What follows belongs to an exercise in optimizing a design on an open flow for small area, a short achievable clock period and few clock cycles per item; a production flow would make more cautious choices.
In this exercise RTL edits were held to simulation tests only and were not proved equivalent to the original.

==> design.v <==
`timescale 1ns/1ps
`default_nettype none
package fc_pkg;
  typedef logic signed [8-1:0] act_t;      
  typedef act_t [2-1:0] act_beat_t;         
  typedef logic signed [8-1:0] weight_t;
  typedef weight_t [3-1:0] weight_word_t;      
  typedef logic [3-1:0][8-1:0] lane_vec_t;
  typedef struct packed {
    logic [$clog2((6 / 3))-1:0] group;           
    lane_vec_t [2-1:0]     lanes;           
  } result_t;
  typedef struct packed {
    logic                  en;
    logic [3-1:0] addr;                    
    act_beat_t             data;
  } buf_wr_t;
endpackage
`default_nettype wire
`timescale 1ns/1ps
`default_nettype none
module fc_mul_rows (
  input  logic [7:0]  a,
  input  logic [3:0]  one,
  input  logic [3:0]  two,
  input  logic [7:0]  w,
  output logic [15:0] row_a,
  output logic [15:0] row_b
);
  wire r0_0 = ((one[0] & w[0])) ^ a[1];
  wire r0_1 = ((one[0] & w[1]) | (two[0] & w[0])) ^ a[1];
  wire r0_2 = ((one[0] & w[2]) | (two[0] & w[1])) ^ a[1];
  wire r0_3 = ((one[0] & w[3]) | (two[0] & w[2])) ^ a[1];
  wire r0_4 = ((one[0] & w[4]) | (two[0] & w[3])) ^ a[1];
  wire r0_5 = ((one[0] & w[5]) | (two[0] & w[4])) ^ a[1];
  wire r0_6 = ((one[0] & w[6]) | (two[0] & w[5])) ^ a[1];
  wire r0_7 = ((one[0] & w[7]) | (two[0] & w[6])) ^ a[1];
  wire r0_8 = ((one[0] & w[7]) | (two[0] & w[7])) ^ a[1];
  wire rn0 = ~r0_8;
  wire r1_0 = ((one[1] & w[0])) ^ a[3];
  wire r1_1 = ((one[1] & w[1]) | (two[1] & w[0])) ^ a[3];
  wire r1_2 = ((one[1] & w[2]) | (two[1] & w[1])) ^ a[3];
  wire r1_3 = ((one[1] & w[3]) | (two[1] & w[2])) ^ a[3];
  wire r1_4 = ((one[1] & w[4]) | (two[1] & w[3])) ^ a[3];
  wire r1_5 = ((one[1] & w[5]) | (two[1] & w[4])) ^ a[3];
  wire r1_6 = ((one[1] & w[6]) | (two[1] & w[5])) ^ a[3];
  wire r1_7 = ((one[1] & w[7]) | (two[1] & w[6])) ^ a[3];
  wire r1_8 = ((one[1] & w[7]) | (two[1] & w[7])) ^ a[3];
  wire rn1 = ~r1_8;
  wire r2_0 = ((one[2] & w[0])) ^ a[5];
  wire r2_1 = ((one[2] & w[1]) | (two[2] & w[0])) ^ a[5];
  wire r2_2 = ((one[2] & w[2]) | (two[2] & w[1])) ^ a[5];
  wire r2_3 = ((one[2] & w[3]) | (two[2] & w[2])) ^ a[5];
  wire r2_4 = ((one[2] & w[4]) | (two[2] & w[3])) ^ a[5];
  wire r2_5 = ((one[2] & w[5]) | (two[2] & w[4])) ^ a[5];
  wire r2_6 = ((one[2] & w[6]) | (two[2] & w[5])) ^ a[5];
  wire r2_7 = ((one[2] & w[7]) | (two[2] & w[6])) ^ a[5];
  wire r2_8 = ((one[2] & w[7]) | (two[2] & w[7])) ^ a[5];
  wire rn2 = ~r2_8;
  wire r3_0 = ((one[3] & w[0])) ^ a[7];
  wire r3_1 = ((one[3] & w[1]) | (two[3] & w[0])) ^ a[7];
  wire r3_2 = ((one[3] & w[2]) | (two[3] & w[1])) ^ a[7];
  wire r3_3 = ((one[3] & w[3]) | (two[3] & w[2])) ^ a[7];
  wire r3_4 = ((one[3] & w[4]) | (two[3] & w[3])) ^ a[7];
  wire r3_5 = ((one[3] & w[5]) | (two[3] & w[4])) ^ a[7];
  wire r3_6 = ((one[3] & w[6]) | (two[3] & w[5])) ^ a[7];
  wire r3_7 = ((one[3] & w[7]) | (two[3] & w[6])) ^ a[7];
  wire r3_8 = ((one[3] & w[7]) | (two[3] & w[7])) ^ a[7];
  wire rn3 = ~r3_8;
  wire m1, m2;
  assign {m2, m1} = r0_6 + r1_4;
  wire m3, m4;
  assign {m4, m3} = r0_7 + r1_5;
  wire m5, m6;
  assign {m6, m5} = rn0 + r1_6 + r2_4;
  wire m7, m8;
  assign {m8, m7} = r1_7 + r2_5;
  wire m9, m10;
  assign {m10, m9} = r0_4 + r1_2;
  wire m11, m12;
  assign {m12, m11} = r0_5 + r1_3;
  wire m13, m14;
  assign {m14, m13} = m1 + r2_2 + r3_0;
  wire m15, m16;
  assign {m16, m15} = m2 + m3 + r2_3;
  wire m17, m18;
  assign {m18, m17} = m4 + m5 + r3_2;
  wire m19, m20;
  assign {m20, m19} = m6 + m7 + r3_3;
  wire m21, m22;
  assign {m22, m21} = m8 + rn1 + r2_6;
  wire m23, m24;
  assign {m24, m23} = r2_7 + r3_5;
  wire m25, m26;
  assign {m26, m25} = r0_2 + r1_0;
  wire m27, m28;
  assign {m28, m27} = r0_3 + r1_1;
  wire m29, m30;
  assign {m30, m29} = m9 + r2_0 + a[5];
  wire m31, m32;
  assign {m32, m31} = m10 + m11 + r2_1;
  wire m33, m34;
  assign {m34, m33} = m12 + m13 + a[7];
  wire m35, m36;
  assign {m36, m35} = m14 + m15 + r3_1;
  wire m37, m38;
  assign {m38, m37} = m16 + m17 + 1'b1;
  wire m39, m40;
  assign {m40, m39} = m18 + m19 + 1'b1;
  wire m41, m42;
  assign {m42, m41} = m20 + m21 + r3_4;
  wire m43, m44;
  assign {m44, m43} = m22 + m23 + 1'b1;
  wire m45, m46;
  assign {m46, m45} = m24 + rn2 + r3_6;
  wire m47, m48;
  assign {m48, m47} = r3_7 + 1'b1;
  assign row_a = {1'b0, m48, m46, m44, m42, m40, m38, m36, m34, m32, m30, m28, m26, m25, r0_1, r0_0};
  assign row_b = {1'b0, rn3, m47, m45, m43, m41, m39, m37, m35, m33, m31, m29, m27, a[3], 1'b0, a[1]};
endmodule
module fc_booth_enc (
  input  logic [7:0] a,
  output logic [3:0] one,
  output logic [3:0] two
);
  for (genvar k = 0; k < 4; k++)
  begin : g_dig
    logic lo;
    assign lo     = (k == 0) ? 1'b0 : a[2*k-1];
    assign one[k] = a[2*k] ^ lo;
    assign two[k] = (a[2*k+1] & ~a[2*k] & ~lo) | (~a[2*k+1] & a[2*k] & lo);
  end
endmodule
module fc_acc_add (
  input  logic [18:0] acc,
  input  logic [1:0]  cin,
  input  logic [15:0] row_a,
  input  logic [15:0] row_b,
  output logic [18:0] sum,
  output logic [1:0]  cout
);
  wire s1, s2;
  assign {s2, s1} = acc[0] + row_a[0];
  wire s3, s4;
  assign {s4, s3} = acc[1] + row_a[1];
  wire s5, s6;
  assign {s6, s5} = acc[2] + row_a[2] + row_b[2];
  wire s7, s8;
  assign {s8, s7} = acc[3] + row_a[3] + row_b[3];
  wire s9, s10;
  assign {s10, s9} = acc[4] + row_a[4] + row_b[4];
  wire s11, s12;
  assign {s12, s11} = acc[5] + row_a[5] + row_b[5];
  wire s13, s14;
  assign {s14, s13} = acc[6] + row_a[6] + row_b[6];
  wire s15, s16;
  assign {s16, s15} = acc[7] + row_a[7] + row_b[7];
  wire s17, s18;
  assign {s18, s17} = acc[8] + row_a[8] + row_b[8];
  wire s19, s20;
  assign {s20, s19} = acc[9] + row_a[9] + row_b[9];
  wire s21, s22;
  assign {s22, s21} = acc[10] + row_a[10] + row_b[10];
  wire s23, s24;
  assign {s24, s23} = acc[11] + row_a[11] + row_b[11];
  wire s25, s26;
  assign {s26, s25} = acc[12] + row_a[12] + row_b[12];
  wire s27, s28;
  assign {s28, s27} = acc[13] + row_a[13] + row_b[13];
  wire s29, s30;
  assign {s30, s29} = acc[14] + row_a[14] + row_b[14];
  wire s31, s32;
  assign {s32, s31} = acc[15] + 1'b1;
  wire s33, s34;
  assign {s34, s33} = acc[16] + 1'b1;
  wire s35, s36;
  assign {s36, s35} = acc[17] + 1'b1;
  wire s37, s38;
  assign {s38, s37} = acc[18] + 1'b1;
  wire [18:0] sa = {s36, s34, s32, s30, s28, s26, s24, s22, s20, s18, s16, s14, s12, s10, s8, s6, s4, s2, s1};
  wire [18:0] sb = {s37, s35, s33, s31, s29, s27, s25, s23, s21, s19, s17, s15, s13, s11, s9, s7, s5, s3, row_b[0]};
  assign {cout[0], sum[6:0]} = 8'(sa[6:0]) + 8'(sb[6:0]);
  assign {cout[1], sum[12:7]} = 7'(sa[12:7]) + 7'(sb[12:7]) + 7'(cin[0]);
  assign sum[18:13] = sa[18:13] + sb[18:13] + 6'(cin[1]);
endmodule
module fc_acc_value (
  input  logic [18:0] acc,
  input  logic [1:0]  cq,
  output logic [18:0] v
);
  assign v = acc + ((19'(cq[0]) << 7) | (19'(cq[1]) << 13));
endmodule
`default_nettype wire
`timescale 1ns/1ps
`default_nettype none
module fc_top (
  input  logic        clk,
  input  logic        rst_n,
  input  logic        act_valid,
  input  logic [15:0] act_data,
  output logic        act_ready,
  input  logic        weight_valid,
  input  logic [23:0] weight_data,
  output logic        weight_ready,
  output logic        result_valid,
  output logic [48:0] result,
  input  logic        result_ready
);
  logic [15:0] ring [8];        
  logic [2:0]  tk;              
  logic [2:0]  a_idx;           
  logic        a_ahead;         
  logic        wr;
  logic        idle;
  logic [2:0]  m_idx;           
  logic        m_ph;            
  logic        wx;              
  logic        w_last;
  logic [23:0] w_r;
  logic        s1_first, s1_last, s1_ph;
  logic        s2_last, s2_ph;
  logic        pend;            
  logic        pend_g;
  logic        res_load;
  assign idle = !a_ahead && (a_idx == 3'd0) && !m_ph && (m_idx == 3'd0);
  assign wr = act_valid && act_ready;
  assign wx     = weight_valid && weight_ready;
  assign w_last = (m_idx == 3'd7);
  assign res_load = pend && (!result_valid || result_ready);
  always_ff @(posedge clk)
  begin
    ring[0] <= wr ? act_data : ring[7];
    for (int k = 1; k < 8; k++)
      ring[k] <= ring[k-1];
    w_r <= wx ? weight_data : 24'd0;
  end
  logic [2:0] tk_n, a_idx_n, m_idx_n;
  logic       a_ahead_n, m_ph_n, pend_n, rv_n;
  always_comb
  begin
    tk_n      = (idle && !wr) ? 3'd0 : tk + 1'b1;
    a_idx_n   = a_idx + wr;
    a_ahead_n = a_ahead ^ ((wr && (a_idx == 3'd7)) != (wx && m_ph && w_last));
    m_idx_n   = m_idx + wx;
    m_ph_n    = m_ph ^ (wx && w_last);
    pend_n    = s2_last || (pend && !res_load);
    rv_n      = res_load || (result_valid && !result_ready);
  end
  logic [3:0] act_rdy_c, w_rdy_c;
  for (genvar c = 0; c < 4; c++)
  begin : g_rdy
    localparam bit WR = c[1];
    localparam bit WX = c[0];
    logic [2:0] tk_x, a_idx_x, m_idx_x;
    logic       a_ahead_x, m_ph_x;
    always_comb
    begin
      tk_x      = (idle && !WR) ? 3'd0 : tk + 1'b1;
      a_idx_x   = a_idx + WR;
      a_ahead_x = a_ahead ^ ((WR && (a_idx == 3'd7)) != (WX && m_ph && w_last));
      m_idx_x   = m_idx + WX;
      m_ph_x    = m_ph ^ (WX && w_last);
    end
    assign act_rdy_c[c] = (tk_x == a_idx_x)
                          && (!a_ahead_x || (m_ph_x && (m_idx_x > a_idx_x)));
    assign w_rdy_c[c]   = (tk_x - 3'd1 == m_idx_x)
                          && (m_ph_x || a_ahead_x || (a_idx_x > m_idx_x));
  end
  logic act_ready_n;    
  logic w_blk;
  assign w_blk = (wx ? w_last : (m_idx == 3'd0))
                 && (s2_last || pend || (result_valid && !result_ready));
  always_ff @(posedge clk or negedge rst_n)
  begin
    if (!rst_n)
    begin
      act_ready_n  <= 1'b0;
      weight_ready <= 1'b0;
    end
    else
    begin
      act_ready_n  <= !act_rdy_c[{wr, wx}];
      weight_ready <= w_rdy_c[{wr, wx}] && !w_blk;
    end
  end
  assign act_ready = !act_ready_n;
  always_ff @(posedge clk or negedge rst_n)
  begin
    if (!rst_n)
    begin
      tk           <= '0;
      a_idx        <= '0;
      a_ahead      <= 1'b0;
      m_idx        <= '0;
      m_ph         <= 1'b0;
      s1_first     <= 1'b0;
      s1_last      <= 1'b0;
      s2_last      <= 1'b0;
      pend         <= 1'b0;
      result_valid <= 1'b0;
    end
    else
    begin
      tk           <= tk_n;
      a_idx        <= a_idx_n;
      a_ahead      <= a_ahead_n;
      m_idx        <= m_idx_n;
      m_ph         <= m_ph_n;
      s1_first     <= wx && (m_idx == 3'd0);
      s1_last      <= wx && w_last;
      s2_last      <= s1_last;
      pend         <= pend_n;
      result_valid <= rv_n;
    end
  end
  always_ff @(posedge clk)
  begin
    s1_ph <= m_ph;
    s2_ph <= s1_ph;
    if (s2_last)
      pend_g <= s2_ph;
  end
  localparam int NCUT = 2;    
  logic [41:0] res_q;
  logic        res_g;
  for (genvar b = 0; b < 2; b++)
  begin : g_img
    logic [3:0] one_n, two_n, one_r, two_r;
    fc_booth_enc u_enc (
      .a   (ring[0][8*b +: 8]),
      .one (one_n),
      .two (two_n)
    );
    always_ff @(posedge clk)
    begin
      one_r <= one_n;
      two_r <= two_n;
    end
    for (genvar j = 0; j < 3; j++)
    begin : g_lane
      logic [15:0] row_a, row_b;
      logic [15:0] p_a, p_b;        
      logic [18:0] acc;
      logic [18:0] sum;
      logic        clr_l;           
      fc_mul_rows u_mul (
        .a     (ring[1][8*b +: 8]),
        .one   (one_r),
        .two   (two_r),
        .w     (w_r[8*j +: 8]),
        .row_a (row_a),
        .row_b (row_b)
      );
      localparam int L = (3 * b + j) % 4;
      logic clr_q;
      if (L < 2)
      begin : g_pos
        assign clr_l = clr_q;
        if (L == 0)
        begin : g_nr
          always_ff @(posedge clk)
            clr_q <= s1_first;
        end
        else
        begin : g_r
          always_ff @(posedge clk or negedge rst_n)
            if (!rst_n)
              clr_q <= 1'b0;
            else
              clr_q <= s1_first;
        end
      end
      else
      begin : g_neg
        assign clr_l = !clr_q;
        if (L == 2)
        begin : g_nr
          always_ff @(posedge clk)
            clr_q <= !s1_first;
        end
        else
        begin : g_r
          always_ff @(posedge clk or negedge rst_n)
            if (!rst_n)
              clr_q <= 1'b0;
            else
              clr_q <= !s1_first;
        end
      end
      logic [NCUT-1:0] cq, cout;
      logic [18:0]     accv;
      fc_acc_add u_add (
        .acc   (clr_l ? 19'd0 : acc),
        .cin   (clr_l ? NCUT'(0) : cq),
        .row_a (p_a),
        .row_b (p_b),
        .sum   (sum),
        .cout  (cout)
      );
      fc_acc_value u_val (
        .acc (acc),
        .cq  (cq),
        .v   (accv)
      );
      always_ff @(posedge clk)
      begin
        p_a <= row_a;
        p_b <= row_b;
        acc <= sum;
        cq  <= cout;
        if (res_load)
          res_q[7*(3*b+j) +: 7] <= accv[18] ? 7'd0
                                 : (|accv[17:11]) ? 7'd127
                                 : accv[10:4];
      end
    end
  end
  always_ff @(posedge clk)
  begin
    if (res_load)
      res_g <= pend_g;
  end
  assign result = {res_g,
                   1'b0, res_q[35 +: 7], 1'b0, res_q[28 +: 7], 1'b0, res_q[21 +: 7],
                   1'b0, res_q[14 +: 7], 1'b0, res_q[ 7 +: 7], 1'b0, res_q[ 0 +: 7]};
endmodule
`default_nettype wire
==> run.sh <==
#!/bin/bash
# synth_recipe.tcl (not shown) runs the flow's synth.tcl, then flattens the netlist and writes it again
# the make line also repeats each setting of config.mk as NAME=value (left out here)
make -C /OpenROAD-flow-scripts/flow DESIGN_CONFIG=/design/flow/config.mk WORK_HOME=/design/flow/orfs CLKGATE_MAP_FILE= SYNTH_SCRIPT=/design/flow/synth_recipe.tcl finish
==> config.mk <==
export PLATFORM = sky130hd
export DESIGN_NAME = fc_top
export DESIGN_NICKNAME = fc_top
export VERILOG_FILES = /design/flow/design.v
export SDC_FILE = /design/flow/constraint.sdc
export NUM_CORES = 4
export LEC_CHECK = 0
export ABC_CLOCK_PERIOD_IN_PS = 2600
export CAP_MARGIN = 20
export CORE_MARGIN = 2
export CORE_UTILIZATION = 40
export PLACE_DENSITY = 0.6
export SETUP_SLACK_MARGIN = 3.4
export SLEW_MARGIN = 20
==> constraint.sdc <==
create_clock -name core_clock -period 6.0 [get_ports {clk}]
set_input_delay 1.2000 -clock core_clock [delete_from_list [all_inputs] [get_ports {clk}]]
set_output_delay 1.2000 -clock core_clock [all_outputs]
set_load 0.01 [all_outputs]
==> results of run 1 <==
==> cell families after synthesis <==
family,after synthesis,share of synthesized area (%)
mux,23,0.954
buf+inv,452,6.45
fa+ha+maj,392,23.0
simple gates,324,6.54
compound gates,434,11.0
other cells,1,0.0139
flops,522,40.7
xor+xnor,350,11.4
==> worst max-delay path: cells and delay by family (launching register included) <==
kind | cells | cell delay [ns]
compound gates | 4 | 0.47
buf+inv | 3 | 0.27
flops | 1 | 0.47
fa+ha+maj | 3 | 1.30
simple gates | 1 | 0.04
==> worst min-delay path by stage <==
stage	end	slack [ns]
finish	ring[4][8]$_DFF_P_	0.28
floorplan	ring[2][10]$_DFF_P_	0.31
global placement	ring[7][13]$_DFF_P_	0.31
global route	ring[4][8]$_DFF_P_	0.30
detailed placement	ring[4][0]$_DFF_P_	0.31
CTS	ring[4][8]$_DFF_P_	0.30
==> state kept, by name, indices dropped and copies added, names as in the netlist, 8 cells and up <==
signal            flops
g_img.two_r           8
g_img.g_lane.cq      12
res_q                42
g_img.g_lane.p_a     90
g_img.g_lane.acc    114
ring                128
w_r                  24
g_img.g_lane.p_b     72
==> synthesized netlist by cell type, drive strengths merged (34+ instances only) <==
cell type / count
nor2: 34
dfxtp: 458
o21ai: 50
xnor2: 283
ha: 218
a21oi: 76
inv: 314
clkbuf: 111
and3: 35
o21a: 46
nand2: 70
a21o: 48
fa: 174
nor2b: 67
xor2: 67
nand2b: 39
a22oi: 168
edfxtp: 44
==> per-layer routing <==
metal,track usage [%],vias to the layer above
met4,4.35,0
li1,-,8338
met1,24.4,8476
met3,2.98,77
met2,27.1,343
met5,0,-
==> per-stage QoR <==
stage,instance area [sq um]
global route,31400
CTS,30800
global placement,28600
floorplan,27100
detailed placement,28600
finish,31400
==> final cells by class <==
class	instances	area, sq um	share of cell area, %
inverter	316	1190	3.79
multi-input combinational	1529	14700	46.7
clock buffer	77	1620	5.17
antenna	1	2.50	0.00797
sequential	522	11100	35.3
clock inverter	26	229	0.729
timing repair buffer	154	1510	4.80
tap	873	1090	3.48
==> repair_timing <==
| action | 4_1_cts | 5_1_grt |
|---|---|---|
| endpoints found under the setup margin | 193 | 46 |
| endpoints found under the hold margin | 0 | 0 |
| gates cloned | 3 | 1 |
| gates resized for setup | 118 | 116 |
| pin swaps | 9 | 65 |
| setup buffers | 15 | 27 |
==> impl_metrics.ini, run 1 <==
[sta]
min_period_over_period_pct = 44.4
grt_setup_unrepaired = yes
clock.fmax_mhz = 376
maxSlewViolCount = 0
finalCriticalPeriod_ns = 2.66
tns_ns = 0
worst_slew_pin_slew_ns = 1.00
fin_ws_ns = 3.34
holdWs_ns = 0.283
finalHoldViolations = 0
relSlewSlack_pct = 33.1
fin_worst_skew_ns = 0.0496
setup_violations = 0

[grt]
first_global_vias = 18031
grt_pass1_wl_um = 96400
gr-total-overflow = 0
antenna_found_initial = 0
grt_usage_pct = 17.2
grt_start_max_net_pins = 29

[final_layout]
drive_above_1_share_pct = 12.3
final_cell_mix = dfxtp_1, inv_1, xnor2_1
final_cells = 3498
final_nets = 3015
fillers = 6185
final_util_pct = 46.8
final_common_cell = dfxtp_1
syn_to_final_growth_pct = 16.2

[die]
die_width_um = 264
dieArea_sq_um = 69700
start_util_pct = 40.3
core-area_sq_um = 67000
io_pins = 97
die_y_um = 264
rows = 95

[detailed_routing]
wl_per_cell_um = 17.1
dr.first_iter.drc_count = 885
dr.pass1.iters = 6
drt-met1-wl_um = 29100
num_vias = 17234
wl_met3_um = 2850
wl_met2_um = 26700
antenna_left = 0
drc = 0
vias_per_cell = 4.93
wirelength_um = 59900
topRoutingLayerUsed = met4

[setup_path]
end_kind = register
critPathArrivalTime_ns = 3.21
critical-path-max-stage-delay_ns = 0.51
r2r_cells = 11
crit_end = g_img[1].g_lane[2].cq[1]$_DFF_P_
crit_path_start = g_img[0].g_lane[1].clr_q$_DFF_PN0_
r2r_setup_slack_ns = 3.34
start_kind = register
crit_chain = buf_12 > nor2b_4 > fa_1 > inv_2 > fa_2 > fa_2 > inv_2 > a21oi_2 > o21bai_2 > a21o_1 > a21o_1
path_max_fanout = 5
worstReg2RegStart = g_img[0].g_lane[1].clr_q$_DFF_PN0_
critPathKind = reg -> reg
r2r_end = g_img[1].g_lane[2].cq[1]$_DFF_P_
crit_path_top_delay_cell = fa_1
worst_ep_required_time_ns = 6.55

[synth]
synthesis.area_sq_um = 27000
synth_flop_cell = dfxtp_1
synth_edf_count = 44
yosys-top-cells-area = dfxtp_1, fa_1, ha_1
synthDistinctLibCells = 57
syn_inst = 2498
ys_seq_elements = 522
yosysTopAreaCellShare_pct = 33.9
yosysSeqAreaShare_pct = 40.7
synth_area_leader_cell = dfxtp_1
syn_area_per_cell_sq_um = 10.8
async_flop_share_pct = 3.83
yosysWarnings = 3

[clock_network]
cts_tree = yes
htreeDepth = 2
cts_root_buf = clkbuf_16
cts_sinks = 522
cts_max_path_buffers = 3
clock_latency_ns = 0.64
cts_hold_buf = 0
cts_made_buffers = 55
clkSlewWorstSetupHoldPaths_ns = 0.07

[placed_design]
hpwl_um = 41300
place_ws_ns = 2.61
gp_congestion = 0.818
dp.cells = 3348
io_buffers = 90

[worst_hold_path]
min_path_cells = 0
hp-start = ring[3][8]$_DFF_P_
min_path_type = reg -> reg

[job]
maxCapViolCount = 0

[status]
status = timing/DRC/antenna clean
Testbench counts, summed over its fixed seeds: cycles 5,160, vectors 320.
==> run 2: changes to the inputs <==
--- a/design.v
+++ b/design.v
@@ -74,47 +74,49 @@
   wire m5, m6;
-  assign {m6, m5} = rn0 + r1_6 + r2_4;
+  assign {m6, m5} = r0_8 + r1_6;
   wire m7, m8;
-  assign {m8, m7} = r1_7 + r2_5;
+  assign {m8, m7} = r0_8 + r1_7;
   wire m9, m10;
-  assign {m10, m9} = r0_4 + r1_2;
+  assign {m10, m9} = rn0 + rn1;
   wire m11, m12;
-  assign {m12, m11} = r0_5 + r1_3;
+  assign {m12, m11} = r0_4 + r1_2;
   wire m13, m14;
-  assign {m14, m13} = m1 + r2_2 + r3_0;
+  assign {m14, m13} = r0_5 + r1_3;
   wire m15, m16;
-  assign {m16, m15} = m2 + m3 + r2_3;
+  assign {m16, m15} = m1 + r2_2 + r3_0;
   wire m17, m18;
-  assign {m18, m17} = m4 + m5 + r3_2;
+  assign {m18, m17} = m2 + m3 + r2_3;
   wire m19, m20;
-  assign {m20, m19} = m6 + m7 + r3_3;
+  assign {m20, m19} = m4 + m5 + r2_4;
   wire m21, m22;
-  assign {m22, m21} = m8 + rn1 + r2_6;
+  assign {m22, m21} = m6 + m7 + r2_5;
   wire m23, m24;
-  assign {m24, m23} = r2_7 + r3_5;
+  assign {m24, m23} = m8 + m9 + r2_6;
   wire m25, m26;
-  assign {m26, m25} = r0_2 + r1_0;
+  assign {m26, m25} = m10 + r2_7 + r3_5;
   wire m27, m28;
-  assign {m28, m27} = r0_3 + r1_1;
+  assign {m28, m27} = r0_2 + r1_0;
   wire m29, m30;
-  assign {m30, m29} = m9 + r2_0 + a[5];
+  assign {m30, m29} = r0_3 + r1_1;
   wire m31, m32;
-  assign {m32, m31} = m10 + m11 + r2_1;
+  assign {m32, m31} = m11 + r2_0 + a[5];
   wire m33, m34;
-  assign {m34, m33} = m12 + m13 + a[7];
+  assign {m34, m33} = m12 + m13 + r2_1;
   wire m35, m36;
-  assign {m36, m35} = m14 + m15 + r3_1;
+  assign {m36, m35} = m14 + m15 + a[7];
   wire m37, m38;
-  assign {m38, m37} = m16 + m17 + 1'b1;
+  assign {m38, m37} = m16 + m17 + r3_1;
   wire m39, m40;
-  assign {m40, m39} = m18 + m19 + 1'b1;
+  assign {m40, m39} = m18 + m19 + r3_2;
   wire m41, m42;
-  assign {m42, m41} = m20 + m21 + r3_4;
+  assign {m42, m41} = m20 + m21 + r3_3;
   wire m43, m44;
-  assign {m44, m43} = m22 + m23 + 1'b1;
+  assign {m44, m43} = m22 + m23 + r3_4;
   wire m45, m46;
-  assign {m46, m45} = m24 + rn2 + r3_6;
+  assign {m46, m45} = m24 + m25 + 1'b1;
   wire m47, m48;
-  assign {m48, m47} = r3_7 + 1'b1;
-  assign row_a = {1'b0, m48, m46, m44, m42, m40, m38, m36, m34, m32, m30, m28, m26, m25, r0_1, r0_0};
-  assign row_b = {1'b0, rn3, m47, m45, m43, m41, m39, m37, m35, m33, m31, m29, m27, a[3], 1'b0, a[1]};
+  assign {m48, m47} = m26 + rn2 + r3_6;
+  wire m49, m50;
+  assign {m50, m49} = r3_7 + 1'b1;
+  assign row_a = {1'b0, m50, m48, m46, m44, m42, m40, m38, m36, m34, m32, m30, m28, m27, r0_1, r0_0};
+  assign row_b = {1'b0, rn3, m49, m47, m45, m43, m41, m39, m37, m35, m33, m31, m29, a[3], 1'b0, a[1]};
 endmodule
--- a/config.mk
+++ b/config.mk
@@ -10,4 +10,6 @@
 export CORE_MARGIN = 2
-export CORE_UTILIZATION = 40
-export PLACE_DENSITY = 0.6
+export CORE_UTILIZATION = 55
+export CTS_BUF_LIST = sky130_fd_sc_hd__clkbuf_4 sky130_fd_sc_hd__clkbuf_8
+export CTS_CLUSTER_SIZE = 25
+export PLACE_DENSITY = 0.7
 export SETUP_SLACK_MARGIN = 3.4
==> impl_metrics.ini, run 2 <==
[worst_hold_path]
min_path_type = reg -> reg

[detailed_routing]
vias_per_cell = 5.36
dr.first_iter.drc_count = 1155
wirelength_um = 58300
drc = 0
num_vias = 17338
wl_per_cell_um = 18.0
dr.pass1.iters = 6
antenna_left = 0

[clock_network]
cts_sinks = 522
cts_root_buf = clkbuf_8
cts_tree = yes
clock_latency_ns = 0.67
cts_made_buffers = 85
htreeDepth = 3
clkSlewWorstSetupHoldPaths_ns = 0.07
cts_max_path_buffers = 3

[final_layout]
top_register = ring
final_nets = 2983
largest_reg_flops = 128
drive_above_1_share_pct = 14.0
final_common_cell = dfxtp_1
final_cell_mix = dfxtp_1, xnor2_1, inv_1
final_cell_area_sq_um = 31000
largest_registers = ring x128, g_img.g_lane.acc x114, g_img.g_lane.p_a x90
syn_to_final_growth_pct = 15.0

[setup_path]
path_max_fanout = 3
critPathArrivalTime_ns = 3.20
end_kind = register
r2r_setup_slack_ns = 3.34
critPathKind = reg -> reg
start_kind = register
worst_ep_required_time_ns = 6.54

[synth]
yosysTopAreaCellShare_pct = 34.1
syn_area_per_cell_sq_um = 11.1
async_flop_share_pct = 3.83
syn_inst = 2427
synth_most_common_cell = dfxtp_1
synth_edf_count = 44
synthesis.area_sq_um = 26900
synth_area_leader_cell = dfxtp_1
yosysWarnings = 3
yosys-top-cells-area = dfxtp_1, fa_1, ha_1
synthDistinctLibCells = 62
ys_seq_elements = 522
synth_flop_cell = dfxtp_1
yosys-top-cells-count = dfxtp_1, xnor2_1, inv_1
yosysSeqAreaShare_pct = 40.8

[grt]
antenna_found_initial = 3
grt_start_max_net_pins = 30
first_global_vias = 17972
grt_usage_pct = 23.5
gr-total-overflow = 0
grt_pass1_wl_um = 94500

[die]
die_width_um = 225
rows = 81
start_util_pct = 55.3
core-area_sq_um = 48600
io_pins = 97
dieArea_sq_um = 50700
die_y_um = 225

[sta]
setup_violations = 0
finalHoldViolations = 0
tns_ns = 0
min_period_over_period_pct = 44.4
worst_slew_pin_slew_ns = 0.850
clock.fmax_mhz = 376
grt_setup_unrepaired = yes
fin_worst_skew_ns = 0.0281
relSlewSlack_pct = 43.3
maxSlewViolCount = 0
finalCriticalPeriod_ns = 2.66

[job]
maxCapViolCount = 0

[placed_design]
gp_congestion = 0.856
io_buffers = 90
hpwl_um = 38500
place_area_sq_um = 28200

[status]
status = timing/DRC/antenna clean
==> run 2: repair_timing <==
item,4_1_cts,5_1_grt
setup endpoints to repair,180,74
pin swaps,24,44
resized for setup,133,69
setup buffers,27,20
hold buffers,0,0
hold endpoints to repair,0,0
cloned,3,0
==> run 2: logic make-up (layout without fill, tap and decap cells) <==
kind of cell | after synthesis | after routing | synth area share [%]
flops | 522 | 522 | 40.8
compound gates | 436 | 436 | 11.0
fa+ha+maj | 398 | 398 | 23.7
buf+inv | 368 | 545 | 5.29
xor+xnor | 352 | 352 | 11.5
simple gates | 324 | 324 | 6.65
mux | 26 | 26 | 1.07
other cells | 1 | 9 | 0.0139
==> run 2: per-layer routing <==
layer	track usage, %	wire, um
met1	33.7	27800
met2	35.8	25700
met3	4.88	3510
met4	7.63	1260
met5	0	0
==> run 2: final cells by class <==
cell class / instances / area [sq um]
antenna: 3 / 7.51
clock buffer: 128 / 1620
timing repair buffer: 158 / 1470
inverter: 231 / 867
sequential: 522 / 11100
fill: 3812 / 17700
tap: 622 / 778
clock inverter: 28 / 297
multi-input combinational: 1542 / 14800
==> run 2: final timing paths <==
check,from,end,depth (start not counted)
max,m_idx[1]$_DFF_PN0_,weight_ready$_DFF_PN0_,14
min,ring[3][15]$_DFF_P_,ring[4][15]$_DFF_P_,0
max reg2reg,m_idx[1]$_DFF_PN0_,weight_ready$_DFF_PN0_,14
min reg2reg,ring[3][15]$_DFF_P_,ring[4][15]$_DFF_P_,0
max in group asynchronous,rst_n,g_img[1].g_lane[0].clr_q$_DFF_PN0_,1
min in group asynchronous,rst_n,act_ready_n$_DFF_PN0_,1
==> run 2: metrics by stage <==
stage / cells / setup slack (ns) / hold WS [ns] / util, %
floorplan: 2432 / 3.41 / 0.310 / -
global placement: 3025 / 2.56 / 0.311 / 58.0
detailed placement: 3025 / 2.55 / 0.312 / 58.0
CTS: 3211 / 3.37 / 0.326 / 62.8
global route: 3231 / 3.24 / 0.332 / 63.6
finish: 3234 / 3.34 / 0.324 / 63.6
==> run 2: critical path, stage by stage (launching register included) <==
cell and delay, ns:
dfrtp_2 0.42, inv_2 0.09, ha_4 0.13, nor2b_4 0.15, and4b_1 0.25, nor2_2 0.07
inv_2 0.10, ha_4 0.16, xor2_4 0.20, buf_6 0.12, nor2_2 0.03, o21bai_4 0.19
a211oi_2 0.29, a2111oi_2 0.07, o31a_1 0.28
Testbench counts of run 2, summed over its fixed seeds: cycles 5,160, vectors 320.
==> run 3: changes to the inputs <==
--- a/config.mk
+++ b/config.mk
@@ -10,6 +10,6 @@
 export CORE_MARGIN = 2
-export CORE_UTILIZATION = 55
+export CORE_UTILIZATION = 40
 export CTS_BUF_LIST = sky130_fd_sc_hd__clkbuf_4 sky130_fd_sc_hd__clkbuf_8
 export CTS_CLUSTER_SIZE = 25
-export PLACE_DENSITY = 0.7
+export PLACE_DENSITY = 0.6
 export SETUP_SLACK_MARGIN = 3.4
==> impl_metrics.ini, run 3 <==
[setup_path]
start_kind = register
r2r_end = g_img[1].g_lane[0].cq[1]$_DFF_P_
worst_ep_required_time_ns = 6.57
path_max_fanout = 6
r2r_setup_slack_ns = 3.41
end_kind = register
worstReg2RegStart = g_img[1].g_lane[0].clr_q$_DFF_PN0_
r2r_cells = 10
critPathKind = reg -> reg
critPathArrivalTime_ns = 3.16

[grt]
grt_pass1_wl_um = 97200
gr-total-overflow = 0
first_global_vias = 18127
antenna_found_initial = 2
grt_start_max_net_pins = 44
grt_usage_pct = 17.5

[synth]
yosysSeqAreaShare_pct = 40.8
yosysWarnings = 3
syn_inst = 2427
yosys-top-cells-area = dfxtp_1, fa_1, ha_1
synthesis.area_sq_um = 26900
synth_most_common_cell = dfxtp_1
syn_area_per_cell_sq_um = 11.1
ys_seq_elements = 522
synth_area_leader_cell = dfxtp_1
synth_edf_count = 44
synthDistinctLibCells = 62
async_flop_share_pct = 3.83
yosysTopAreaCellShare_pct = 34.1
synth_flop_cell = dfxtp_1
yosys-top-cells-count = dfxtp_1, xnor2_1, inv_1

[worst_hold_path]
min_path_type = reg -> reg
holdPathEnd = ring[7][13]$_DFF_P_
hp-start = ring[6][13]$_DFF_P_
min_path_cells = 0

[detailed_routing]
drc = 0
vias_per_cell = 4.97
num_vias = 17322
dr.pass1.iters = 5
wl_per_cell_um = 17.3
antenna_left = 0
dr.first_iter.drc_count = 991
wirelength_um = 60400

[final_layout]
largest_reg_flops = 128
top_register = ring
final_cell_area_sq_um = 31400
final_cells = 3487
largest_registers = ring x128, g_img.g_lane.acc x114, g_img.g_lane.p_a x90
final_common_cell = dfxtp_1
drive_above_1_share_pct = 15.5
syn_to_final_growth_pct = 16.7
final_cell_mix = dfxtp_1, xnor2_1, inv_1
final_nets = 2987

[die]
dieArea_sq_um = 69400
rows = 95
die_width_um = 263
core-area_sq_um = 66900
io_pins = 97
die_y_um = 263
start_util_pct = 40.2

[placed_design]
place_ws_ns = 2.45
place_area_sq_um = 28500
hpwl_um = 41200
gp_congestion = 0.792
dp.cells = 3276
io_buffers = 90

[sta]
maxSlewViolCount = 0
finalCriticalPeriod_ns = 2.59
grt_setup_unrepaired = yes
worst_slew_pin_slew_ns = 0.905
fin_worst_skew_ns = 0.0330
setup_violations = 0
finalHoldViolations = 0
relSlewSlack_pct = 39.6
tns_ns = 0
fin_ws_ns = 3.41
min_period_over_period_pct = 43.1
clock.fmax_mhz = 386

[clock_network]
cts_tree = yes
cts_root_buf = clkbuf_8
cts_max_path_buffers = 3
cts_sinks = 522
clkSlewWorstSetupHoldPaths_ns = 0.07
clock_latency_ns = 0.69
cts_made_buffers = 88
htreeDepth = 3

[status]
status = timing/DRC/antenna clean

[job]
maxCapViolCount = 0
[run 3: through the flow]
stage / hold WS, ns / utilization (%)
after floorplan: 0.310 / -
after global placement: 0.311 / 42.6
after detailed placement: 0.312 / 42.6
after CTS: 0.314 / 46.2
after global routing: 0.328 / 47.0
final: 0.317 / 47.0
[run 3: how the worst max path moves through the flow]
stage | slack [ns] | end | cells past startpoint | startpoint
after floorplan | 3.41 | weight_ready$_DFF_PN0_ | 13 | m_idx[0]$_DFF_PN0_
after global placement | 2.59 | weight_ready$_DFF_PN0_ | 6 | weight_valid
after detailed placement | 2.45 | weight_ready$_DFF_PN0_ | 6 | weight_valid
after CTS | 3.27 | g_img[0].g_lane[0].cq[1]$_DFF_P_ | 11 | g_img[0].g_lane[0].clr_q$_DFF_P_
after global routing | 3.31 | g_img[0].g_lane[0].cq[1]$_DFF_P_ | 11 | g_img[0].g_lane[0].clr_q$_DFF_P_
final | 3.41 | g_img[1].g_lane[0].cq[1]$_DFF_P_ | 10 | g_img[1].g_lane[0].clr_q$_DFF_PN0_
[run 3: area by class of cell]
class / instances / area [sq um]
Inverter: 231 / 873
Multi-Input combinational cell: 1542 / 15000
Sequential cell: 522 / 11100
Clock inverter: 22 / 277
Fill cell: 6067 / 35500
Antenna cell: 3 / 7.51
Clock buffer: 135 / 1670
Tap cell: 873 / 1090
Timing Repair Buffer: 159 / 1480
[run 3: cell families after synthesis]
logic type                 synth area share, %
adders and majority gates                 23.7
AOI/OAI and AO/OA                         11.0
muxes                                     1.07
DFF                                       40.8
other                                   0.0139
xor gates and xnor gates                  11.5
and+or+nand+nor                           6.65
buffers and inverters                     5.29
[run 3: routing by layer]
metal	part of all wire, %	up-vias	global-route usage (%)
met2	46	356	28.1
li1	-	8287	-
met3	4.5	107	3.14
met5	0.017	-	0
met1	47	8570	24.0
met4	2.3	2	5.59
[run 3: worst max-delay path, cell delays in order, from the launching register on]
cell and delay [ns]:
dfrtp_4 0.52, and2_4 0.16, fa_1 0.51, fa_2 0.38
inv_2 0.07, fa_2 0.21, inv_1 0.04, a21o_1 0.16
a21oi_2 0.19, o21bai_1 0.08, a21o_1 0.17
[run 3: timing repair]
item | CTS | global route
setup endpoints to repair | 186 | 63
gates cloned | 2 | 0
setup buffers | 25 | 24
resized for setup | 165 | 96
hold buffers | 0 | 0
pin swaps | 21 | 58
==> run 4: changes to the inputs <==
==> flow/run.sh (new file) <==
#!/bin/bash
# The standard layout (the standard.sh, unchanged synthesis and steps), with
# one change: the port buffers that placement inserts are plain buf_2 cells
# rather than the delay-cell buffers the resizer picks by default, which later
# repair (restricted to the same cell footprint) cannot resize.
set -euo pipefail
bash standard.sh "BUFFER_PORTS_ARGS=-buffer_cell sky130_fd_sc_hd__buf_2" finish > standard.log 2>&1
==> standard.sh (new file) <==
#!/bin/bash
# synth_recipe.tcl (not shown) runs the flow's synth.tcl, then flattens the netlist and writes it again
# the make line also repeats each setting of config.mk as NAME=value (left out here)
make -C /OpenROAD-flow-scripts/flow DESIGN_CONFIG=/design/flow/config.mk WORK_HOME=/design/flow/orfs CLKGATE_MAP_FILE= SYNTH_SCRIPT=/design/flow/synth_recipe.tcl "${@:-finish}"
removed: run.sh
==> impl_metrics.ini, run 4 <==
[setup_path]
path_max_fanout = 4
critPathArrivalTime_ns = 3.24
crit_chain = buf_4 > ha_1 > ha_4 > ha_4 > nand2_1 > o21ai_2 > a21oi_1 > or4_1 > a31oi_1 > o31a_1
critical-path-max-stage-delay_ns = 0.50
worst_ep_required_time_ns = 6.62
crit_path_top_delay_cell = or4_1
crit_top_cell = ha_4
end_kind = register
critPathKind = reg -> reg
start_kind = register

[sta]
fin_ws_ns = 3.37
grt_setup_unrepaired = yes
fin_worst_skew_ns = 0.0343
finalHoldViolations = 0
finalCriticalPeriod_ns = 2.63
worst_slew_pin_slew_ns = 0.844
maxSlewViolCount = 0
setup_violations = 0
tns_ns = 0
relSlewSlack_pct = 43.7
min_period_over_period_pct = 43.8
clock.fmax_mhz = 380

[synth]
syn_inst = 2427
yosysWarnings = 3
synth_area_leader_cell = dfxtp_1
ys_seq_elements = 522
synthesis.area_sq_um = 26900
yosys-top-cells-count = dfxtp_1, xnor2_1, inv_1
syn_area_per_cell_sq_um = 11.1
synth_most_common_cell = dfxtp_1
synth_flop_cell = dfxtp_1
yosysTopAreaCellShare_pct = 34.1
yosys-top-cells-area = dfxtp_1, fa_1, ha_1
synth_edf_count = 44
synthDistinctLibCells = 62
async_flop_share_pct = 3.83
yosysSeqAreaShare_pct = 40.8

[grt]
grt_usage_pct = 17.4
antenna_found_initial = 3
grt_pass1_wl_um = 96600
first_global_vias = 18075
grt_start_max_net_pins = 44
gr-total-overflow = 0

[detailed_routing]
num_vias = 17260
wirelength_um = 60600
dr.pass1.iters = 5
dr.first_iter.drc_count = 873
wl_per_cell_um = 17.4
antenna_left = 0
drc = 0
vias_per_cell = 4.95

[clock_network]
cts_hold_buf = 0
cts_root_buf = clkbuf_8
clock_latency_ns = 0.69
cts_tree = yes
clkSlewWorstSetupHoldPaths_ns = 0.06
cts_max_path_buffers = 3
htreeDepth = 3
cts_made_buffers = 87
cts_sinks = 522

[final_layout]
final_nets = 2988
final_cell_mix = dfxtp_1, xnor2_1, inv_1
syn_to_final_growth_pct = 15.9
largest_registers = ring x128, g_img.g_lane.acc x114, g_img.g_lane.p_a x90
final_common_cell = dfxtp_1
final_cells = 3490
drive_above_1_share_pct = 19.6
top_register = ring
largest_reg_flops = 128

[die]
die_width_um = 263
core-area_sq_um = 66900
start_util_pct = 40.2
io_pins = 97
rows = 95
dieArea_sq_um = 69400
die_y_um = 263

[job]
maxCapViolCount = 0

[placed_design]
place_ws_ns = 2.62
gp_congestion = 0.827
dp.cells = 3275
io_buffers = 90
hpwl_um = 41000

[worst_hold_path]
min_path_type = reg -> reg

[status]
status = timing/DRC/antenna clean
==> run 4: cell count changes in the layout (fill, tap and decap cells not counted), moves of 5 or more <==
cell             change
buf_2               +86
clkdlybuf4s50_1     -42
fa_1                 -5
clkdlybuf4s15_1     -18
a21oi_2              +9
fa_2                 +5
a21oi_1              -9
dlygate4sd2_1       -26
==> run 4: area by class of cell <==
type | instances | area [sq um]
Fill cell | 6078 | 35700
Multi-Input combinational cell | 1542 | 15100
Sequential cell | 522 | 11100
Clock buffer | 133 | 1630
Timing Repair Buffer | 161 | 1140
Tap cell | 873 | 1090
Inverter | 231 | 873
Clock inverter | 27 | 307
Antenna cell | 1 | 2.50
==> run 4: worst paths after layout <==
check | depth (start not counted) | end | start | slack (ns)
setup / recovery | 10 | weight_ready$_DFF_PN0_ | a_idx[0]$_DFF_PN0_ | 3.37
hold / removal | 0 | ring[5][4]$_DFF_P_ | ring[4][4]$_DFF_P_ | 0.30
setup reg to reg | 10 | weight_ready$_DFF_PN0_ | a_idx[0]$_DFF_PN0_ | 3.37
hold reg to reg | 0 | ring[5][4]$_DFF_P_ | ring[4][4]$_DFF_P_ | 0.30
max in group asynchronous | 1 | g_img[0].g_lane[1].clr_q$_DFF_PN0_ | rst_n | 5.07
min in group asynchronous | 1 | g_img[1].g_lane[0].clr_q$_DFF_PN0_ | rst_n | 0.51
==> run 4: stage by stage <==
| stage | cell area [sq um] | hold WS [ns] | utilization, % |
|---|---|---|---|
| after CTS | 30500 | 0.315 | 45.6 |
| after floorplan | 27000 | 0.310 | - |
| after detailed placement | 28100 | 0.312 | 41.9 |
| after global routing | 31200 | 0.317 | 46.6 |
| after global placement | 28100 | 0.313 | 41.9 |
| final | 31200 | 0.302 | 46.6 |
==> run 4: routing by layer <==
layer	track usage (%)	wire length, um
met1	24.1	28700
met2	27.6	27800
met4	5.62	1320
met3	2.92	2750
met5	0	11
==> run 4: kinds of logic after synthesis <==
group / Yosys count / synth area share [%]
AO/OA/AOI/OAI: 436 / 11.0
XOR/XNOR: 352 / 11.5
adder cells (fa/ha/maj): 398 / 23.7
buffers and inverters: 368 / 5.29
flip-flops: 522 / 40.8
multiplexers: 26 / 1.07
other: 1 / 0.0139
AND/OR/NAND/NOR: 324 / 6.65
==> run 4: worst max-delay path: cells and delay by family, from the launching register on <==
family	cells	cell delay, ns
adders and majority gates	3	0.76
AOI/OAI and AO/OA	4	0.66
and+or+nand+nor	2	0.56
DFF	1	0.43
buffers and inverters	1	0.15
==> run 4: repair_timing <==
item                       in CTS  in global routing
setup buffers                  21                 28
resized for setup             104                105
setup endpoints to repair     135                 46
pin swaps                      16                 70
gates cloned                    3                  2
==> run 5: changes to the inputs <==
--- a/config.mk
+++ b/config.mk
@@ -14,3 +14,3 @@
 export PLACE_DENSITY = 0.6
-export SETUP_SLACK_MARGIN = 3.4
+export SETUP_SLACK_MARGIN = 3.6
 export SLEW_MARGIN = 20
==> impl_metrics.ini, run 5 <==
[status]
status = timing/DRC/antenna clean

[sta]
worst_slew_pin_slew_ns = 0.725
maxSlewViolCount = 0
clock.fmax_mhz = 386
grt_setup_unrepaired = yes
finalHoldViolations = 0
tns_ns = 0
fin_ws_ns = 3.41
setup_violations = 0
finalCriticalPeriod_ns = 2.59
holdWs_ns = 0.300
relSlewSlack_pct = 51.7
fin_worst_skew_ns = 0.0512
min_period_over_period_pct = 43.2

[clock_network]
clkSlewWorstSetupHoldPaths_ns = 0.07
clock_latency_ns = 0.71
cts_root_buf = clkbuf_8
cts_tree = yes
cts_sinks = 522
cts_max_path_buffers = 3
cts_made_buffers = 88
htreeDepth = 3

[synth]
synthesis.area_sq_um = 26900
synthMuxAreaShare_pct = 1.07
ys_seq_elements = 522
yosys-top-cells-area = dfxtp_1, fa_1, ha_1
synthAdderAreaFrac_pct = 23.7
yosysTopAreaCellShare_pct = 34.1
synth_top_family_by_area = adder cells
synth_xor_area_share_pct = 11.5
syn_inst = 2427
synth_flop_cell = dfxtp_1
syn_area_per_cell_sq_um = 11.1
synth_edf_count = 44
synth_compound_area_share_pct = 11.0
yosysSeqAreaShare_pct = 40.8
yosysWarnings = 3
synth_area_leader_cell = dfxtp_1
yosys-top-cells-count = dfxtp_1, xnor2_1, inv_1
async_flop_share_pct = 3.83
synthDistinctLibCells = 62
synth_most_common_cell = dfxtp_1
yosys.area_share.simple_pct = 6.65

[setup_path]
path_max_fanout = 7
start_kind = register
r2r_cells = 11
worst_ep_required_time_ns = 6.61
critPathArrivalTime_ns = 3.20
end_kind = register
crit_chain = buf_12 > nor2b_4 > fa_1 > inv_2 > fa_2 > fa_2 > inv_2 > a21oi_2 > o21bai_1 > buf_4 > xor2_1
critical-path-max-stage-delay_ns = 0.51
crit_path_top_delay_cell = fa_1
r2r_end = g_img[1].g_lane[2].acc[11]$_DFF_P_
critPathKind = reg -> reg
r2r_setup_slack_ns = 3.41
worstReg2RegStart = g_img[0].g_lane[1].clr_q$_DFF_PN0_

[final_layout]
drive_above_1_share_pct = 25.3
final_cell_mix = dfxtp_1, xnor2_1, inv_1
top_register = ring
final_common_cell = dfxtp_1
final_nets = 3093
syn_to_final_growth_pct = 21.4
largest_reg_flops = 128
largest_registers = ring x128, g_img.g_lane.acc x114, g_img.g_lane.p_a x90

[placed_design]
io_buffers = 90
gp_congestion = 0.813
place_ws_ns = 2.75
hpwl_um = 41200

[detailed_routing]
num_vias = 17803
wirelength_um = 64200
wl_per_cell_um = 17.9
antenna_left = 0
dr.pass1.iters = 6
dr.first_iter.drc_count = 879
vias_per_cell = 4.95
drc = 0

[die]
io_pins = 97
dieArea_sq_um = 69400
rows = 95
start_util_pct = 40.2
die_width_um = 263
core-area_sq_um = 66900
die_y_um = 263

[worst_hold_path]
holdPathEnd = ring[5][8]$_DFF_P_
min_path_cells = 0
min_path_type = reg -> reg
hp-start = ring[4][8]$_DFF_P_

[job]
maxCapViolCount = 0

[grt]
grt_start_max_net_pins = 44
first_global_vias = 18907
antenna_found_initial = 5
grt_usage_pct = 18.3
grt_pass1_wl_um = 101000
gr-total-overflow = 0
## run 5: how the worst max path moves through the flow
| stage | start | to | slack, ns |
|---|---|---|---|
| after global placement | g_img[0].g_lane[1].clr_q$_DFF_PN0_ | g_img[0].g_lane[1].cq[1]$_DFF_P_ | 2.84 |
| after floorplan | m_idx[0]$_DFF_PN0_ | weight_ready$_DFF_PN0_ | 3.51 |
| after detailed placement | g_img[0].g_lane[1].clr_q$_DFF_PN0_ | g_img[0].g_lane[1].cq[1]$_DFF_P_ | 2.75 |
| after global routing | g_img[0].g_lane[1].clr_q$_DFF_PN0_ | g_img[1].g_lane[2].acc[11]$_DFF_P_ | 3.25 |
| after CTS | g_img[0].g_lane[1].clr_q$_DFF_PN0_ | g_img[0].g_lane[1].acc[12]$_DFF_P_ | 3.40 |
| final | g_img[0].g_lane[1].clr_q$_DFF_PN0_ | g_img[1].g_lane[2].acc[11]$_DFF_P_ | 3.41 |
## run 5: per-layer routing
metal | global-route usage (%) | vias to the layer above | wire length [um]
met1 | 24.3 | 8700 | 29300
met3 | 4.00 | 127 | 3980
met5 | 0 | - | 25
li1 | - | 8517 | -
met4 | 6.08 | 4 | 1590
met2 | 29.4 | 455 | 29400
## run 5: area by class of cell
cell class,instances,area (sq um)
clock buffers,134,1710
flip-flops and latches,522,11100
clock inverters,29,385
diodes,2,5.00
well taps,873,1090
multi-input cells,1542,15400
repair buffers,265,2130
inverters,231,875
fillers,5938,34200
## run 5: logic make-up (layout without fill, tap and decap cells)
family	Yosys count	count (layout)
flip-flops	522	522
AO/OA/AOI/OAI	436	436
adder cells (fa/ha/maj)	398	398
buffers and inverters	368	659
XOR/XNOR	352	352
AND/OR/NAND/NOR	324	324
multiplexers	26	26
other	1	8
## run 5: repair_timing
action	CTS	global route
gates resized for setup	198	112
pin swaps	95	102
hold endpoints to repair	0	0
cloned	4	0
hold buffers	0	0
setup endpoints to repair	227	130
buffers inserted	79	76
## run 5: per-stage QoR
stage                     instance area [sq um]  std cells  util, %
after detailed placement                  28100       3274     42.0
after floorplan                           27100       2432        -
after CTS                                 31700       3520     47.3
final                                     32700       3598     48.8
after global placement                    28100       3274     42.0
after global routing                      32700       3597     48.8
## run 5: worst max-delay path: cells and delay by family (launching register included)
kind                       cells  cell delay (ns)
xor gates and xnor gates       1             0.12
adders and majority gates      3             1.23
AOI/OAI and AO/OA              2             0.22
buffers and inverters          4             0.40
and+or+nand+nor                1             0.04
DFF                            1             0.47
==> run 6: changes to the inputs <==
--- a/design.v
+++ b/design.v
@@ -222,2 +222,4 @@
   logic        s1_first, s1_last, s1_ph;
+  logic        s1_first_n;      
+  logic        s1_v, s1_z;      
   logic        s2_last, s2_ph;
@@ -242,6 +244,6 @@
   begin
-    tk_n      = (idle && !wr) ? 3'd0 : tk + 1'b1;
-    a_idx_n   = a_idx + wr;
+    tk_n      = (idle && !wr) ? 3'd0 : tk1;
+    a_idx_n   = wr ? a1 : a_idx;
     a_ahead_n = a_ahead ^ ((wr && (a_idx == 3'd7)) != (wx && m_ph && w_last));
-    m_idx_n   = m_idx + wx;
+    m_idx_n   = wx ? m1 : m_idx;
     m_ph_n    = m_ph ^ (wx && w_last);
@@ -251,2 +253,20 @@
   logic [3:0] act_rdy_c, w_rdy_c;
+  logic [2:0] tk1, a1, m1;
+  always_ff @(posedge clk or negedge rst_n)
+  begin
+    if (!rst_n)
+    begin
+      tk1 <= 3'd1;
+      a1  <= 3'd1;
+      m1  <= 3'd1;
+    end
+    else
+    begin
+      tk1 <= (idle && !wr) ? 3'd1 : tk1 + 1'b1;
+      if (wr)
+        a1 <= a1 + 1'b1;
+      if (wx)
+        m1 <= m1 + 1'b1;
+    end
+  end
   for (genvar c = 0; c < 4; c++)
@@ -257,8 +277,10 @@
     logic       a_ahead_x, m_ph_x;
+    logic [2:0] tkm1_x;    
     always_comb
     begin
-      tk_x      = (idle && !WR) ? 3'd0 : tk + 1'b1;
-      a_idx_x   = a_idx + WR;
+      tk_x      = (idle && !WR) ? 3'd0 : tk1;
+      tkm1_x    = (idle && !WR) ? 3'd7 : tk;
+      a_idx_x   = WR ? a1 : a_idx;
       a_ahead_x = a_ahead ^ ((WR && (a_idx == 3'd7)) != (WX && m_ph && w_last));
-      m_idx_x   = m_idx + WX;
+      m_idx_x   = WX ? m1 : m_idx;
       m_ph_x    = m_ph ^ (WX && w_last);
@@ -267,3 +289,3 @@
                           && (!a_ahead_x || (m_ph_x && (m_idx_x > a_idx_x)));
-    assign w_rdy_c[c]   = (tk_x - 3'd1 == m_idx_x)
+    assign w_rdy_c[c]   = (tkm1_x == m_idx_x)
                           && (m_ph_x || a_ahead_x || (a_idx_x > m_idx_x));
@@ -319,3 +341,6 @@
   begin
-    s1_ph <= m_ph;
+    s1_ph      <= m_ph;
+    s1_first_n <= !(wx && (m_idx == 3'd0));
+    s1_v       <= wx;
+    s1_z       <= (m_idx == 3'd0);
     s2_ph <= s1_ph;
@@ -355,37 +380,33 @@
       );
-      localparam int L = (3 * b + j) % 4;
+      localparam int L = 3 * b + j;
       logic clr_q;
-      if (L < 2)
-      begin : g_pos
+      if (L == 0)
+      begin : g_c0
+        always_ff @(posedge clk) clr_q <= s1_first;
+        assign clr_l = clr_q;
+      end
+      else if (L == 1)
+      begin : g_c1
+        always_ff @(posedge clk) clr_q <= !s1_first;
+        assign clr_l = !clr_q;
+      end
+      else if (L == 2)
+      begin : g_c2
+        always_ff @(posedge clk) clr_q <= s1_first_n;
+        assign clr_l = !clr_q;
+      end
+      else if (L == 3)
+      begin : g_c3
+        always_ff @(posedge clk) clr_q <= !s1_first_n;
+        assign clr_l = clr_q;
+      end
+      else if (L == 4)
+      begin : g_c4
+        always_ff @(posedge clk) clr_q <= s1_v && s1_z;
         assign clr_l = clr_q;
-        if (L == 0)
-        begin : g_nr
-          always_ff @(posedge clk)
-            clr_q <= s1_first;
-        end
-        else
-        begin : g_r
-          always_ff @(posedge clk or negedge rst_n)
-            if (!rst_n)
-              clr_q <= 1'b0;
-            else
-              clr_q <= s1_first;
-        end
       end
       else
-      begin : g_neg
+      begin : g_c5
+        always_ff @(posedge clk) clr_q <= !(s1_v && s1_z);
         assign clr_l = !clr_q;
-        if (L == 2)
-        begin : g_nr
-          always_ff @(posedge clk)
-            clr_q <= !s1_first;
-        end
-        else
-        begin : g_r
-          always_ff @(posedge clk or negedge rst_n)
-            if (!rst_n)
-              clr_q <= 1'b0;
-            else
-              clr_q <= !s1_first;
-        end
       end
--- a/config.mk
+++ b/config.mk
@@ -14,3 +14,3 @@
 export PLACE_DENSITY = 0.6
-export SETUP_SLACK_MARGIN = 3.6
+export SETUP_SLACK_MARGIN = 3.4
 export SLEW_MARGIN = 20
==> impl_metrics.ini, run 6 <==
[status]
status = timing/DRC/antenna clean

[sta]
relSlewSlack_pct = 28.7
tns_ns = 0
fin_worst_skew_ns = 0.0398
maxSlewViolCount = 0
finalHoldViolations = 0
finalCriticalPeriod_ns = 2.60
setup_violations = 0
clock.fmax_mhz = 384
worst_slew_pin_slew_ns = 1.07
min_period_over_period_pct = 43.4
grt_setup_unrepaired = yes

[synth]
synth_edf_count = 44
syn_inst = 2581
synth_area_leader_cell = dfxtp_1
yosysSeqAreaShare_pct = 41.0
synth_most_common_cell = dfxtp_1
yosys-top-cells-count = dfxtp_1, inv_1, xnor2_1
async_flop_share_pct = 5.04
syn_area_per_cell_sq_um = 10.7
synthesis.area_sq_um = 27600
yosysWarnings = 3
yosys-top-cells-area = dfxtp_1, fa_1, ha_1
yosysTopAreaCellShare_pct = 33.7
synthDistinctLibCells = 65
synth_flop_cell = dfxtp_1
ys_seq_elements = 536

[placed_design]
io_buffers = 90
hpwl_um = 41700
gp_congestion = 0.821
dp.cells = 3431

[setup_path]
crit_path_top_delay_cell = dfrtp_4
critical-path-max-stage-delay_ns = 0.55
cp_top_family = flip-flops
start_kind = register
worst_ep_required_time_ns = 4.80
cp_num_buf_inv = 1
crit_chain = buf_2
path_max_fanout = 14
critPathKind = reg -> out
end_kind = primary output
critPathArrivalTime_ns = 1.40

[die]
core-area_sq_um = 68500
dieArea_sq_um = 71200
die_width_um = 267
start_util_pct = 40.3
die_y_um = 267
io_pins = 97
rows = 96

[clock_network]
cts_tree = yes
clock_latency_ns = 0.69
htreeDepth = 3
clkSlewWorstSetupHoldPaths_ns = 0.06
cts_hold_buf = 0
cts_made_buffers = 92
cts_max_path_buffers = 3
cts_root_buf = clkbuf_8
cts_sinks = 536

[worst_hold_path]
min_path_type = reg -> reg

[detailed_routing]
vias_per_cell = 4.87
antenna_left = 0
wirelength_um = 58500
drc = 0
dr.pass1.iters = 8
wl_per_cell_um = 16.2
num_vias = 17619
dr.first_iter.drc_count = 1114

[grt]
grt_use_met3_pct = 2.70
busiest_layer = met2
antenna_found_initial = 1
grt_start_max_net_pins = 44
first_global_vias = 18227
gr-total-overflow = 0
grt_pass1_wl_um = 94600
grt.met2_usage_pct = 26.5
grt_usage_pct = 16.7
globalRouteMet1Util_pct = 23.1

[final_layout]
largest_reg_flops = 128
final_cells = 3621
final_nets = 3089
drive_above_1_share_pct = 13.7
syn_to_final_growth_pct = 12.9
final_cell_mix = dfxtp_1, inv_1, xnor2_1
top_register = ring
largest_registers = ring x128, g_img.g_lane.acc x114, g_img.g_lane.p_a x90
final_common_cell = dfxtp_1

[job]
maxCapViolCount = 0
[run 6: layout make-up]
cell class / count / area (sq um)
Antenna cell: 4 / 10.0
Clock buffer: 138 / 1760
Clock inverter: 35 / 448
Fill cell: 6354 / 37300
Inverter: 342 / 1290
Multi-Input combinational cell: 1568 / 14500
Sequential cell: 536 / 11400
Tap cell: 882 / 1100
Timing Repair Buffer: 116 / 644
[run 6: timing repair]
action                     CTS  global route
setup endpoints to repair  115            56
pin swaps                    0             1
resized for setup           41            35
buffers inserted             3            10
[run 6: through the flow]
step | hold WS (ns) | utilization, % | instance area [sq um] | setup slack (ns)
4_1_cts | 0.301 | 45.3 | 31000 | 3.22
6_report | 0.314 | 45.5 | 31200 | 3.40
3_3_place_gp | 0.311 | 41.9 | 28700 | 3.09
5_1_grt | 0.309 | 45.5 | 31200 | 3.35
3_5_place_dp | 0.312 | 41.9 | 28700 | 3.02
2_1_floorplan | 0.310 | - | 27600 | 3.42
[run 6: cells by family (layout without fill, tap and decap cells)]
logic type	after synthesis	count (layout)	synth area share (%)
and+or+nand+nor	371	371	7.14
DFF	536	536	41.0
other	1	10	0.0136
AOI/OAI and AO/OA	448	448	11.2
xor gates and xnor gates	347	347	11.0
adders and majority gates	388	388	22.6
buffers and inverters	482	631	6.78
muxes	8	8	0.317
[run 6: path summary, 6_finish.rpt]
kind	startpoint	to	slack, ns	cells past startpoint
max	weight_ready$_DFF_PN0_	weight_ready	3.40	1
min	ring[6][8]$_DFF_P_	ring[7][8]$_DFF_P_	0.31	0
max reg2reg	g_img[0].two_r[1]$_DFF_P_	g_img[0].g_lane[0].p_b[6]$_DFF_P_	3.50	7
min reg2reg	ring[6][8]$_DFF_P_	ring[7][8]$_DFF_P_	0.31	0
max in group asynchronous	rst_n	weight_ready$_DFF_PN0_	4.97	1
min in group asynchronous	rst_n	result_valid$_DFF_PN0_	0.53	1
[run 6: routing by layer]
metal  share of wire [%]  up-vias
met5                   0        -
li1                    -     8554
met2                  45      390
met3                 4.5       83
met1                  48     8592
met4                 2.2        0
Testbench counts of run 6, summed over its fixed seeds: cycles 5,160, vectors 320.

[re-timing with driven ports]
The results above use ideal ports. As a check the final layouts listed here were re-extracted and re-timed, cells and wires unchanged. Step 1: set_driving_cell puts a clkbuf_16 on clk and a buf_2 on each other input, an assumption about the parent block. Step 2 also shifts input and output timing later by t, the mid clock arrival at the registers, as if the neighbouring blocks saw the same clock. Three values: no drivers, after step 1, after step 2; two values: the first two.
run	shift t [ns]	setup WS [ns]	slew at the worst register clock pin (ns)	worst slew at a driven data input, ns	pins driven straight from the clock port
run 1	0.672	3.338 / 3.338 / 2.850	0.07 / 0.07	0.04	1
run 2	0.708	3.339 / 3.339 / 2.847	0.07 / 0.07	0.11	1
run 3	0.736	3.411 / 3.408 / 2.806	0.07 / 0.07	0.11	1
run 4	0.734	3.371 / 3.371 / 3.132	0.07 / 0.07	0.10	1
run 5	0.740	3.407 / 3.393 / 3.049	0.07 / 0.07	0.12	1
run 6	0.733	3.398 / 3.339 / 3.161	0.07 / 0.07	0.05	1
After both steps setup and hold are still met in every run listed. For run 3, which loses most, drivers alone change the setup slack by -0.003 ns; drivers and shift together by -0.605 ns.
